Context: an optimization exercise on an open-source flow, tuned for small area and a short achievable clock period. The choices shown serve that exercise and are no tape-out recipe.
At most, simulation tests tie the RTL to the original design; equivalence was not proved.

north:
==> module fp_round, before the edit <==
module fp_round (
    input  logic        i_norm_sign,
    input  logic [9:0]  i_norm_exp,
    input  logic [26:0] i_norm_sig,
    input  logic        i_norm_zero,
    output logic [31:0] o_result,
    output logic        o_range_invalid
);
    logic [22:0] frac;
    logic        round_up;
    logic [23:0] frac_inc;
    logic [23:0] ones_below;
    logic        carry;
    logic        ovf;
    logic        unf;
    logic        normal;
    logic [7:0]  exp_out;
    assign frac     = i_norm_sig[25:3];
    assign round_up = i_norm_sig[2] & (i_norm_sig[1] | i_norm_sig[0] | frac[0]);
    always_comb begin
        ones_below[0] = 1'b1;
        for (int i = 1; i < 24; i++) begin
            ones_below[i] = ones_below[i-1] & frac[i-1];
        end
    end
    assign frac_inc = {1'b0, frac} ^ ({24{round_up}} & ones_below);
    assign carry    = round_up & ones_below[23];
    assign ovf    = ~i_norm_zero & ~i_norm_exp[9] & (i_norm_exp[8] | (&i_norm_exp[7:0]));
    assign unf    = ~i_norm_zero & (i_norm_exp[9] | (i_norm_exp[8:0] == 9'd0));
    assign normal = ~i_norm_zero & ~ovf & ~unf;
    assign exp_out = i_norm_exp[7:0] + {7'd0, carry};
    assign o_result = normal ? {i_norm_sign, exp_out, frac_inc[22:0]} :
                      ovf    ? {i_norm_sign, 8'hff, 23'd0} : 32'd0;
    assign o_range_invalid = ovf | unf | (normal & carry & (i_norm_exp[7:0] == 8'd254));
endmodule
==> module fp_mul, before the edit <==
module fp_mul (
    input  logic [31:0] i_a,
    input  logic [31:0] i_b,
    output logic        o_norm_sign,
    output logic [9:0]  o_norm_exp,
    output logic [26:0] o_norm_sig,
    output logic        o_norm_zero
);
    logic [23:0] sig_a;
    logic [23:0] sig_b;
    logic [47:0] product;
    logic [9:0]  exp_sum;
    assign sig_a = {(i_a[30:23] != 8'd0), i_a[22:0]};
    assign sig_b = {(i_b[30:23] != 8'd0), i_b[22:0]};
    fp_mul_array u_array (
        .a (sig_a),
        .b (sig_b),
        .p (product)
    );
    assign exp_sum = {2'b00, i_a[30:23]} + {2'b00, i_b[30:23]} - 10'd127;
    assign o_norm_zero = (i_a[30:0] == 31'd0) || (i_b[30:0] == 31'd0);
    assign o_norm_sign = i_a[31] ^ i_b[31];
    assign o_norm_sig  = product[47] ? {product[47:22], |product[21:0]}
                                     : {product[46:21], |product[20:0]};
    assign o_norm_exp  = exp_sum + {9'd0, product[47]};
endmodule
clock: 17.0 ns
lec_check: 0
abc_area: 1
cap_margin: 20
core_margin: 2
core_utilization: 40
setup_slack_margin: 4
slew_margin: 20
standard.sh (not shown) runs the stock make flow with config.mk's settings and CLKGATE_MAP_FILE= SYNTH_SCRIPT=/design/flow/synth_recipe.tcl, a recipe that flattens the netlist after the stock synthesis.
==> flow/flow/run.sh <==
#!/bin/bash
set -euo pipefail
export BUFFER_PORTS_ARGS="-buffer_cell sky130_fd_sc_hd__buf_1"
R=orfs/results/sky130hd/fp_module/base
bash standard.sh synth > standard_synth.log 2>&1
cp $R/1_2_yosys.v yosys_netlist_standard.v
python3 flow/fixpol.py yosys_netlist_standard.v $R/1_2_yosys.v > fixpol.log 2>&1
rm -f $R/1_synth.odb $R/1_synth.sdc
bash standard.sh finish > standard_flow.log 2>&1
Other scripts of this flow, unchanged in this note and not shown: flow/flow/fixpol.py
Edits applied to the flow inputs when going from north to south:
--- a/flow/design.v
+++ b/flow/design.v
@@ -12,10 +12,33 @@
         FP_FMUL   = 5'b01011,
         FP_FCLASS = 5'b01111
     } fp_op_e;
     typedef logic [32-1:0] fp_class_t;
 endpackage
+module fp_ones_below #(
+    parameter int W = 24
+) (
+    input  logic [W-2:0] i_bits,
+    output logic [W-1:0] o_ones
+);
+    localparam int L = $clog2(W);
+    logic [W-1:0] lv [0:L];
+    assign lv[0] = {i_bits, 1'b1};
+    genvar l, i;
+    generate
+        for (l = 0; l < L; l++) begin : g_lv
+            for (i = 0; i < W; i++) begin : g_bit
+                if (((i >> l) & 1) == 1) begin : g_and
+                    assign lv[l+1][i] = lv[l][i] & lv[l][((i >> l) << l) - 1];
+                end else begin : g_pass
+                    assign lv[l+1][i] = lv[l][i];
+                end
+            end
+        end
+    endgenerate
+    assign o_ones = lv[L];
+endmodule
 module fp_round (
     input  logic        i_norm_sign,
     input  logic [9:0]  i_norm_exp,
     input  logic [26:0] i_norm_sig,
     input  logic        i_norm_zero,
@@ -29,24 +52,21 @@
     logic        carry;
     logic        ovf;
     logic        unf;
     logic        normal;
     logic [7:0]  exp_out;
+    logic [7:0]  exp_p1;
     assign frac     = i_norm_sig[25:3];
     assign round_up = i_norm_sig[2] & (i_norm_sig[1] | i_norm_sig[0] | frac[0]);
-    always_comb begin
-        ones_below[0] = 1'b1;
-        for (int i = 1; i < 24; i++) begin
-            ones_below[i] = ones_below[i-1] & frac[i-1];
-        end
-    end
+    fp_ones_below #(.W(24)) u_ones (.i_bits(frac), .o_ones(ones_below));
     assign frac_inc = {1'b0, frac} ^ ({24{round_up}} & ones_below);
     assign carry    = round_up & ones_below[23];
     assign ovf    = ~i_norm_zero & ~i_norm_exp[9] & (i_norm_exp[8] | (&i_norm_exp[7:0]));
     assign unf    = ~i_norm_zero & (i_norm_exp[9] | (i_norm_exp[8:0] == 9'd0));
     assign normal = ~i_norm_zero & ~ovf & ~unf;
-    assign exp_out = i_norm_exp[7:0] + {7'd0, carry};
+    assign exp_p1  = i_norm_exp[7:0] + 8'd1;
+    assign exp_out = carry ? exp_p1 : i_norm_exp[7:0];
     assign o_result = normal ? {i_norm_sign, exp_out, frac_inc[22:0]} :
                       ovf    ? {i_norm_sign, 8'hff, 23'd0} : 32'd0;
     assign o_range_invalid = ovf | unf | (normal & carry & (i_norm_exp[7:0] == 8'd254));
 endmodule
 module fp_sub (
@@ -2048,23 +2068,25 @@
 );
     logic [23:0] sig_a;
     logic [23:0] sig_b;
     logic [47:0] product;
     logic [9:0]  exp_sum;
+    logic [9:0]  exp_sum_p1;
     assign sig_a = {(i_a[30:23] != 8'd0), i_a[22:0]};
     assign sig_b = {(i_b[30:23] != 8'd0), i_b[22:0]};
     fp_mul_array u_array (
         .a (sig_a),
         .b (sig_b),
         .p (product)
     );
-    assign exp_sum = {2'b00, i_a[30:23]} + {2'b00, i_b[30:23]} - 10'd127;
+    assign exp_sum    = {2'b00, i_a[30:23]} + {2'b00, i_b[30:23]} - 10'd127;
+    assign exp_sum_p1 = exp_sum + 10'd1;
     assign o_norm_zero = (i_a[30:0] == 31'd0) || (i_b[30:0] == 31'd0);
     assign o_norm_sign = i_a[31] ^ i_b[31];
     assign o_norm_sig  = product[47] ? {product[47:22], |product[21:0]}
                                      : {product[46:21], |product[20:0]};
-    assign o_norm_exp  = exp_sum + {9'd0, product[47]};
+    assign o_norm_exp  = product[47] ? exp_sum_p1 : exp_sum;
 endmodule
 module fp_class (
     input  logic                     i_sign,
     input  fp_format_pkg::fp_exp_t   i_exp,
     input  fp_format_pkg::fp_frac_t  i_frac,
[summary]
Depth of the worst hold-timing path on south is down relative to north. Taking north as the reference point, the critical path depth of south rises by 12. Going from north to south, utilization went down, number of cells in the design after placement rose by 127, aggregate global-route resource usage held. | sequential share of layout area | south vs north | ≈ equal |. Sort north and south by count of clock-net buffers in the final layout, descending, and north comes first. Of the two values seen for capture point of the worst path, o_data[30] was produced by north and o_data[22] by south. On post-route minimum period, north loses to south. The area added between synthesis and finish in south was lower than what north gave. Changes observed in south relative to north: wire length of the first global-routing pass rose 3.6%; average wire per standard cell rose about 0.9%.
The RTL of south was laid out without a check of its function.

[port drivers added, routing unchanged]
How much do the figures lean on ideal ports? The routed layouts below were timed once more, with nothing changed but the port constraints. Step 1 (the two cells are an assumption about what drives the block):
set clk [get_ports {i_clk}]
set_driving_cell -lib_cell sky130_fd_sc_hd__clkbuf_16 $clk
set_driving_cell -lib_cell sky130_fd_sc_hd__buf_2 [delete_from_list [all_inputs] $clk]
Step 2 moves the port delays by t, midway between the first and last clock arrival at a register: inputs arrive t later, outputs are due t later. That takes back most of the time a late clock gives input paths. a / b / c = ideal / step 1 / step 2; a / b = the first two.
| run | shift t [ns] | setup slack, ns | worst slew at a driven data input, ns |
|---|---|---|---|
| north | 0.302 | 4.556 / 4.564 / 4.261 | 0.08 |
| south | 0.312 | 4.700 / 4.592 / 4.280 | 0.15 |
After both steps every run listed still meets setup and hold. The setup slack of south, which loses most, moves by -0.108 ns with the drivers and by -0.420 ns with both steps.
